From an optimization exercise on the open Yosys and OpenROAD flow, aimed at small area; shortcuts taken in it are not production practice. The RTL was checked by simulation tests, not by an equivalence proof against the original design. Power and IR drop assume default switching activity.

main:
==> flow/design.v <==
package hub75_pkg;
  localparam int COLS      = 64;
  localparam int ROW_BITS  = 4;
  localparam int PIX_BITS  = 6;
  localparam int COL_BITS  = 6;
  localparam int CNT_BITS  = 7;
  localparam int LC_BITS   = 16;
  localparam logic [CNT_BITS-1:0] CNT_FULL = 7'd64;
  localparam logic [CNT_BITS-1:0] CNT_MAX  = 7'd127;
  localparam logic [COL_BITS-1:0] COL_LAST = 6'd63;
endpackage
module hub75_edge_sync (
  input  logic clk,
  input  logic rst,
  input  logic din,
  output logic q0,
  output logic q1
);
  always_ff @(posedge clk or posedge rst) begin
    if (rst) begin
      q0 <= 1'b0;
      q1 <= 1'b0;
    end else begin
      q0 <= din;
      q1 <= q0;
    end
  end
endmodule
module hub75_rx (
  input  logic        clk,
  input  logic        rst,
  input  logic        hub_clk,
  input  logic [5:0]  hub_rgb,
  input  logic [3:0]  hub_addr,
  input  logic        hub_lat,
  input  logic        hub_oe,
  output logic        wr_valid,
  input  logic        wr_ready,
  output logic [9:0]  wr_addr,
  output logic [5:0]  wr_data,
  output logic        line_done,
  output logic        len_err,
  output logic        overrun,
  output logic        lit,
  output logic [15:0] line_count
);
  logic cs0, cs1;             
  logic ls0, ls1;             
  logic lat_q;                
  logic [5:0] rgb_h;          
  logic [3:0] addr_h, addr_d; 
  logic [2:0] oe_q;
  logic       lit_q;
  logic [63:0][5:0] sr_q;
  logic [63:0][5:0] dbuf_q;
  logic [6:0] fill_q, snap_fill_q;
  logic [6:0] cnt_q;
  logic [3:0] row_q;
  logic [5:0] col_q;
  logic [15:0] lc_q;
  logic dump_q, done_q;
  logic len_err_q, overrun_q;
  logic shift;
  hub75_edge_sync u_clk_sync (.clk(clk), .rst(rst), .din(hub_clk), .q0(cs0), .q1(cs1));
  hub75_edge_sync u_lat_sync (.clk(clk), .rst(rst), .din(hub_lat), .q0(ls0), .q1(ls1));
  assign shift = cs0 & ~cs1;
  always_ff @(posedge clk or posedge rst) begin
    if (rst) begin
      lat_q     <= 1'b0;
      rgb_h     <= '0;
      addr_h    <= '0;
      oe_q      <= '0;
      lit_q     <= 1'b0;
      fill_q    <= '0;
      cnt_q     <= '0;
      lc_q      <= '0;
      dump_q    <= 1'b0;
      done_q    <= 1'b0;
      len_err_q <= 1'b0;
      overrun_q <= 1'b0;
    end else begin
      lat_q  <= ls0 & ~ls1;
      if (!hub_clk) rgb_h  <= hub_rgb;
      if (!hub_lat) addr_h <= hub_addr;
      oe_q   <= {oe_q[1:0], hub_oe};
      lit_q  <= ~oe_q[2];
      if (shift && !fill_q[6]) fill_q <= fill_q + 1'b1;
      if (lat_q)
        cnt_q <= {6'd0, shift};
      else if (shift && cnt_q != hub75_pkg::CNT_MAX)
        cnt_q <= cnt_q + 1'b1;
      if (lat_q) begin
        if (dump_q || done_q) overrun_q <= 1'b1;
        else if (cnt_q != hub75_pkg::CNT_FULL) len_err_q <= 1'b1;
      end
      done_q <= 1'b0;
      if (done_q) lc_q <= lc_q + 1'b1;
      if (!dump_q && !done_q) begin
        if (lat_q) dump_q <= 1'b1;
      end else if (dump_q && wr_ready && col_q == hub75_pkg::COL_LAST) begin
        dump_q <= 1'b0;
        done_q <= 1'b1;
      end
    end
  end
  always_ff @(posedge clk) begin
    addr_d <= addr_h;
    if (shift) sr_q <= {sr_q[62:0], rgb_h};
    if (lat_q && !dump_q && !done_q) begin
      dbuf_q      <= sr_q;
      row_q       <= addr_d;
      snap_fill_q <= fill_q;
      col_q       <= '0;
    end else if (dump_q && wr_ready) begin
      col_q <= col_q + 1'b1;
    end
  end
  assign wr_valid   = dump_q;
  assign wr_addr    = {row_q, col_q};
  logic [63:0] col_sel;
  logic [5:0]  rd;
  hub75_coldec u_dec (.col(col_q), .sel(col_sel));
  hub75_rdmux  u_rd  (.sel(col_sel), .d(dbuf_q), .q(rd));
  assign wr_data    = (snap_fill_q[6] || col_q < snap_fill_q[5:0]) ? rd : 6'd0;
  assign line_done  = done_q;
  assign len_err    = len_err_q;
  assign overrun    = overrun_q;
  assign lit        = lit_q;
  assign line_count = lc_q;
endmodule
module hub75_coldec (
  input  logic [5:0]  col,
  output logic [63:0] sel
);
  always_comb
    for (int i = 0; i < 64; i++) sel[i] = (col == 6'(i));
endmodule
module hub75_rdmux (
  input  logic [63:0]       sel,
  input  logic [63:0][5:0]  d,
  output logic [5:0]        q
);
  logic [65:0]      sel_x;
  logic [65:0][5:0] d_x;
  logic [21:0][5:0] g_n;
  assign sel_x = {2'b00, sel};
  assign d_x   = {12'd0, d};
  for (genvar k = 0; k < 22; k++) begin : g_grp
    for (genvar b = 0; b < 6; b++) begin : g_bit
      hub75_aoi222 u_g (
        .s0(sel_x[3*k]),   .d0(d_x[3*k][b]),
        .s1(sel_x[3*k+1]), .d1(d_x[3*k+1][b]),
        .s2(sel_x[3*k+2]), .d2(d_x[3*k+2][b]),
        .y_n(g_n[k][b])
      );
    end
  end
  always_comb
    for (int b = 0; b < 6; b++) begin
      q[b] = 1'b0;
      for (int k = 0; k < 22; k++) q[b] = q[b] | ~g_n[k][b];
    end
endmodule
module hub75_aoi222 (
  input  logic s0, d0, s1, d1, s2, d2,
  output logic y_n
);
  assign y_n = ~((s0 & d0) | (s1 & d1) | (s2 & d2));
endmodule
Settings: LEC_CHECK=0, CAP_MARGIN=20, CORE_MARGIN=2, CORE_UTILIZATION=40, CTS_BUF_LIST=sky130_fd_sc_hd__clkbuf_8, CTS_CLUSTER_DIAMETER=80, CTS_CLUSTER_SIZE=16, SLEW_MARGIN=20, SYNTH_HIERARCHICAL=1; clock period 6.0 ns.
standard.sh (not shown) runs the stock make flow with config.mk's settings and CLKGATE_MAP_FILE= SYNTH_SCRIPT=/design/flow/synth_recipe.tcl, a recipe that flattens the netlist after the stock synthesis.
==> flow/flow/run.sh <==
#!/bin/bash
# Standard ORFS layout with a leaner clock tree (no CTS dummy loads) and
# minimum-size port buffers. Synthesis is the standard synthesis.
set -euo pipefail
export CTS_ARGS="-sink_clustering_enable -repair_clock_nets -dont_use_dummy_load -buf_list sky130_fd_sc_hd__clkbuf_8 -sink_clustering_size 16 -sink_clustering_max_diameter 80"
export BUFFER_PORTS_ARGS="-buffer_cell sky130_fd_sc_hd__buf_1"
bash standard.sh synth > synth.log 2>&1
bash standard.sh finish > layout.log 2>&1
Modified inputs, the feature branch compared to main
==> flow/design.v, changed modules only <==
module hub75_rdmux (
  input  logic [63:0]       sel,
  input  logic [63:0][5:0]  d,
  output logic [5:0]        q
);
  always_comb begin
    q = '0;
    for (int i = 0; i < 64; i++) q = q | (d[i] & {6{sel[i]}});
  end
endmodule
// module hub75_aoi222 removed
Findings:
- On total placed cells including tap cells: between main and the feature branch, it ends up higher for the feature branch.
- Looking only at shortest clock period the worst path allows after layout, and setting everything else aside, the higher value of main and the feature branch goes to main.
- Between the feature branch and main, it is the feature branch whose global-route met1 utilization is higher, by 3.6 points.
- Cmp main and the feature branch / average via count per standard cell / lower: main
- The feature branch ended with every stage complete and zero timing, DRC or antenna violations.
- Setup WNS main -> the feature branch: better
- The lower die outline height of main and the feature branch is in main.
- From main to the feature branch the numbers moved as follows: fmax now sits higher, worst hold slack decreased by 0.037 ns relative to the old numbers.
- Diff main -> the feature branch: wire length of the first global-routing pass picked up an extra 12000 µm, area share of fa/ha/maj cells after synthesis now sits at about the same level, non-clock buffering overhead in the final layout now sits at about the same level, internal power component shows an increase of about 0.6%.

Starts from the design.v that is shown in full above.
Settings: LEC_CHECK=0, CAP_MARGIN=20, CORE_MARGIN=2, CORE_UTILIZATION=70, CTS_BUF_LIST=sky130_fd_sc_hd__clkbuf_8, CTS_CLUSTER_DIAMETER=80, CTS_CLUSTER_SIZE=18, PLACE_DENSITY=0.85, SLEW_MARGIN=20, SYNTH_HIERARCHICAL=1; clock period 6.0 ns.
==> flow/flow/run.sh <==
#!/bin/bash
# Standard ORFS layout with a leaner clock tree (no CTS dummy loads) and
# minimum-size port buffers. Synthesis is the standard synthesis.
set -euo pipefail
export CTS_ARGS="-sink_clustering_enable -repair_clock_nets -dont_use_dummy_load -buf_list sky130_fd_sc_hd__clkbuf_8 -sink_clustering_size 18 -sink_clustering_max_diameter 80"
export BUFFER_PORTS_ARGS="-buffer_cell sky130_fd_sc_hd__buf_1"
bash standard.sh synth > synth.log 2>&1
bash standard.sh finish > layout.log 2>&1
Rerun with:
--- a/flow/design.v
+++ b/flow/design.v
@@ -119,9 +119,9 @@
   assign wr_addr    = {row_q, col_q};
   logic [63:0] col_sel;
   logic [5:0]  rd;
-  hub75_coldec u_dec (.col(col_q), .sel(col_sel));
+  hub75_coldec u_dec (.col(col_q), .en(snap_fill_q[6] || col_q < snap_fill_q[5:0]), .sel(col_sel));
   hub75_rdmux  u_rd  (.sel(col_sel), .d(dbuf_q), .q(rd));
-  assign wr_data    = (snap_fill_q[6] || col_q < snap_fill_q[5:0]) ? rd : 6'd0;
+  assign wr_data    = rd;
   assign line_done  = done_q;
   assign len_err    = len_err_q;
   assign overrun    = overrun_q;
@@ -130,36 +130,30 @@
 endmodule
 module hub75_coldec (
   input  logic [5:0]  col,
+  input  logic        en,
   output logic [63:0] sel
 );
   always_comb
-    for (int i = 0; i < 64; i++) sel[i] = (col == 6'(i));
+    for (int i = 0; i < 64; i++) sel[i] = en && (col == 6'(i));
 endmodule
 module hub75_rdmux (
   input  logic [63:0]       sel,
   input  logic [63:0][5:0]  d,
   output logic [5:0]        q
 );
-  logic [65:0]      sel_x;
-  logic [65:0][5:0] d_x;
-  logic [21:0][5:0] g_n;
-  assign sel_x = {2'b00, sel};
-  assign d_x   = {12'd0, d};
-  for (genvar k = 0; k < 22; k++) begin : g_grp
+  logic [5:0][20:0] g_n;
+  for (genvar k = 0; k < 21; k++) begin : g_grp
     for (genvar b = 0; b < 6; b++) begin : g_bit
       hub75_aoi222 u_g (
-        .s0(sel_x[3*k]),   .d0(d_x[3*k][b]),
-        .s1(sel_x[3*k+1]), .d1(d_x[3*k+1][b]),
-        .s2(sel_x[3*k+2]), .d2(d_x[3*k+2][b]),
-        .y_n(g_n[k][b])
+        .s0(sel[3*k]),   .d0(d[3*k][b]),
+        .s1(sel[3*k+1]), .d1(d[3*k+1][b]),
+        .s2(sel[3*k+2]), .d2(d[3*k+2][b]),
+        .y_n(g_n[b][k])
       );
     end
   end
   always_comb
-    for (int b = 0; b < 6; b++) begin
-      q[b] = 1'b0;
-      for (int k = 0; k < 22; k++) q[b] = q[b] | ~g_n[k][b];
-    end
+    for (int b = 0; b < 6; b++) q[b] = ~&g_n[b] | (sel[63] & d[63][b]);
 endmodule
 module hub75_aoi222 (
   input  logic s0, d0, s1, d1, s2, d2,
What happened:
- global-route usage barely changes
- clock power hardly moves
- wire length goes down by 0.32%
- die area stays flat
- first-iteration DRC count came out higher by 2.5%
- via count decreases by 0.65%

Starts from the design.v that is shown in full above.
==> flow/config.mk <==
export PLATFORM = sky130hd
export DESIGN_NAME = hub75_rx
export DESIGN_NICKNAME = hub75_rx
export VERILOG_FILES = /design/flow/design.v
export SDC_FILE = /design/flow/constraint.sdc
export NUM_CORES = 4
export LEC_CHECK = 0
export CAP_MARGIN = 20
export CORE_MARGIN = 2
export CORE_UTILIZATION = 60
export CTS_BUF_LIST = sky130_fd_sc_hd__clkbuf_8
export CTS_CLUSTER_DIAMETER = 80
export CTS_CLUSTER_SIZE = 18
export PLACE_DENSITY = 0.75
export SLEW_MARGIN = 20
export SYNTH_HIERARCHICAL = 1
==> flow/constraint.sdc <==
create_clock -name core_clock -period 6.0 [get_ports {clk}]
set_input_delay 1.2000 -clock core_clock [delete_from_list [all_inputs] [get_ports {clk}]]
set_output_delay 1.2000 -clock core_clock [all_outputs]
set_load 0.01 [all_outputs]
Scripts as last shown in full above: flow/flow/run.sh
The starting point finished with timing, DRC and antenna clean.
Edit:
--- a/flow/design.v
+++ b/flow/design.v
@@ -116,53 +116,47 @@
     end
   end
   assign wr_valid   = dump_q;
   assign wr_addr    = {row_q, col_q};
   logic [63:0] col_sel;
   logic [5:0]  rd;
-  hub75_coldec u_dec (.col(col_q), .sel(col_sel));
+  hub75_coldec u_dec (.col(col_q), .en(snap_fill_q[6] || col_q < snap_fill_q[5:0]), .sel(col_sel));
   hub75_rdmux  u_rd  (.sel(col_sel), .d(dbuf_q), .q(rd));
-  assign wr_data    = (snap_fill_q[6] || col_q < snap_fill_q[5:0]) ? rd : 6'd0;
+  assign wr_data    = rd;
   assign line_done  = done_q;
   assign len_err    = len_err_q;
   assign overrun    = overrun_q;
   assign lit        = lit_q;
   assign line_count = lc_q;
 endmodule
 module hub75_coldec (
   input  logic [5:0]  col,
+  input  logic        en,
   output logic [63:0] sel
 );
   always_comb
-    for (int i = 0; i < 64; i++) sel[i] = (col == 6'(i));
+    for (int i = 0; i < 64; i++) sel[i] = en && (col == 6'(i));
 endmodule
 module hub75_rdmux (
   input  logic [63:0]       sel,
   input  logic [63:0][5:0]  d,
   output logic [5:0]        q
 );
-  logic [65:0]      sel_x;
-  logic [65:0][5:0] d_x;
-  logic [21:0][5:0] g_n;
-  assign sel_x = {2'b00, sel};
-  assign d_x   = {12'd0, d};
-  for (genvar k = 0; k < 22; k++) begin : g_grp
+  logic [5:0][20:0] g_n;
+  for (genvar k = 0; k < 21; k++) begin : g_grp
     for (genvar b = 0; b < 6; b++) begin : g_bit
       hub75_aoi222 u_g (
-        .s0(sel_x[3*k]),   .d0(d_x[3*k][b]),
-        .s1(sel_x[3*k+1]), .d1(d_x[3*k+1][b]),
-        .s2(sel_x[3*k+2]), .d2(d_x[3*k+2][b]),
-        .y_n(g_n[k][b])
+        .s0(sel[3*k]),   .d0(d[3*k][b]),
+        .s1(sel[3*k+1]), .d1(d[3*k+1][b]),
+        .s2(sel[3*k+2]), .d2(d[3*k+2][b]),
+        .y_n(g_n[b][k])
       );
     end
   end
   always_comb
-    for (int b = 0; b < 6; b++) begin
-      q[b] = 1'b0;
-      for (int k = 0; k < 22; k++) q[b] = q[b] | ~g_n[k][b];
-    end
+    for (int b = 0; b < 6; b++) q[b] = ~&g_n[b] | (sel[63] & d[63][b]);
 endmodule
 module hub75_aoi222 (
   input  logic s0, d0, s1, d1, s2, d2,
   output logic y_n
 );
   assign y_n = ~((s0 & d0) | (s1 & d1) | (s2 & d2));
- The changed run finished clean
- worst setup slack is worse by 9.4 ps
- cell area fell by 0.31%
- non-clock buffer count goes up by 4
- global-route usage grows by 0.72 points
- count of clock-buffer cells in the layout does not change
- worst hold slack gains 14 ps
- critical path depth increases by 4
- final cell count shrinks by 0.90%
- clock power is about the same

==> afterwards: timing with drivers on the ports <==
The results above use ideal ports. As a check the final layouts listed here were re-extracted and re-timed, cells and wires unchanged.
Step 1 sets driving cells, clkbuf_16 on the clock port and buf_2 on the other inputs (assumed; they add their load-dependent delay and slew).
Step 2 also shifts input and output timing later by t, the mid clock arrival at the registers, as if the neighbouring blocks saw the same clock.
Three values: ideal ports, drivers, drivers and shift; two values: the first two.
| run | shift t [ns] | slack for setup (ns) | latest minus earliest clock arrival (ns) | pins driven straight from the clock port |
|---|---|---|---|---|
| main | 0.728 | 0.484 / 0.428 / 1.156 | 0.079 / 0.079 | 1 |
| the feature branch | 0.750 | 0.765 / 0.705 / 1.454 | 0.105 / 0.105 | 1 |
| the first run of note 2 | 0.712 | 0.451 / 0.404 / 1.116 | 0.056 / 0.056 | 1 |
| the second run of note 2 | 0.702 | 0.246 / 0.197 / 0.899 | 0.065 / 0.066 | 1 |
| the first run of note 3 | 0.706 | 0.319 / 0.266 / 0.972 | 0.036 / 0.037 | 1 |
| the second run of note 3 | 0.708 | 0.310 / 0.260 / 0.968 | 0.032 / 0.032 | 1 |
After both steps setup and hold are still met in every run listed.
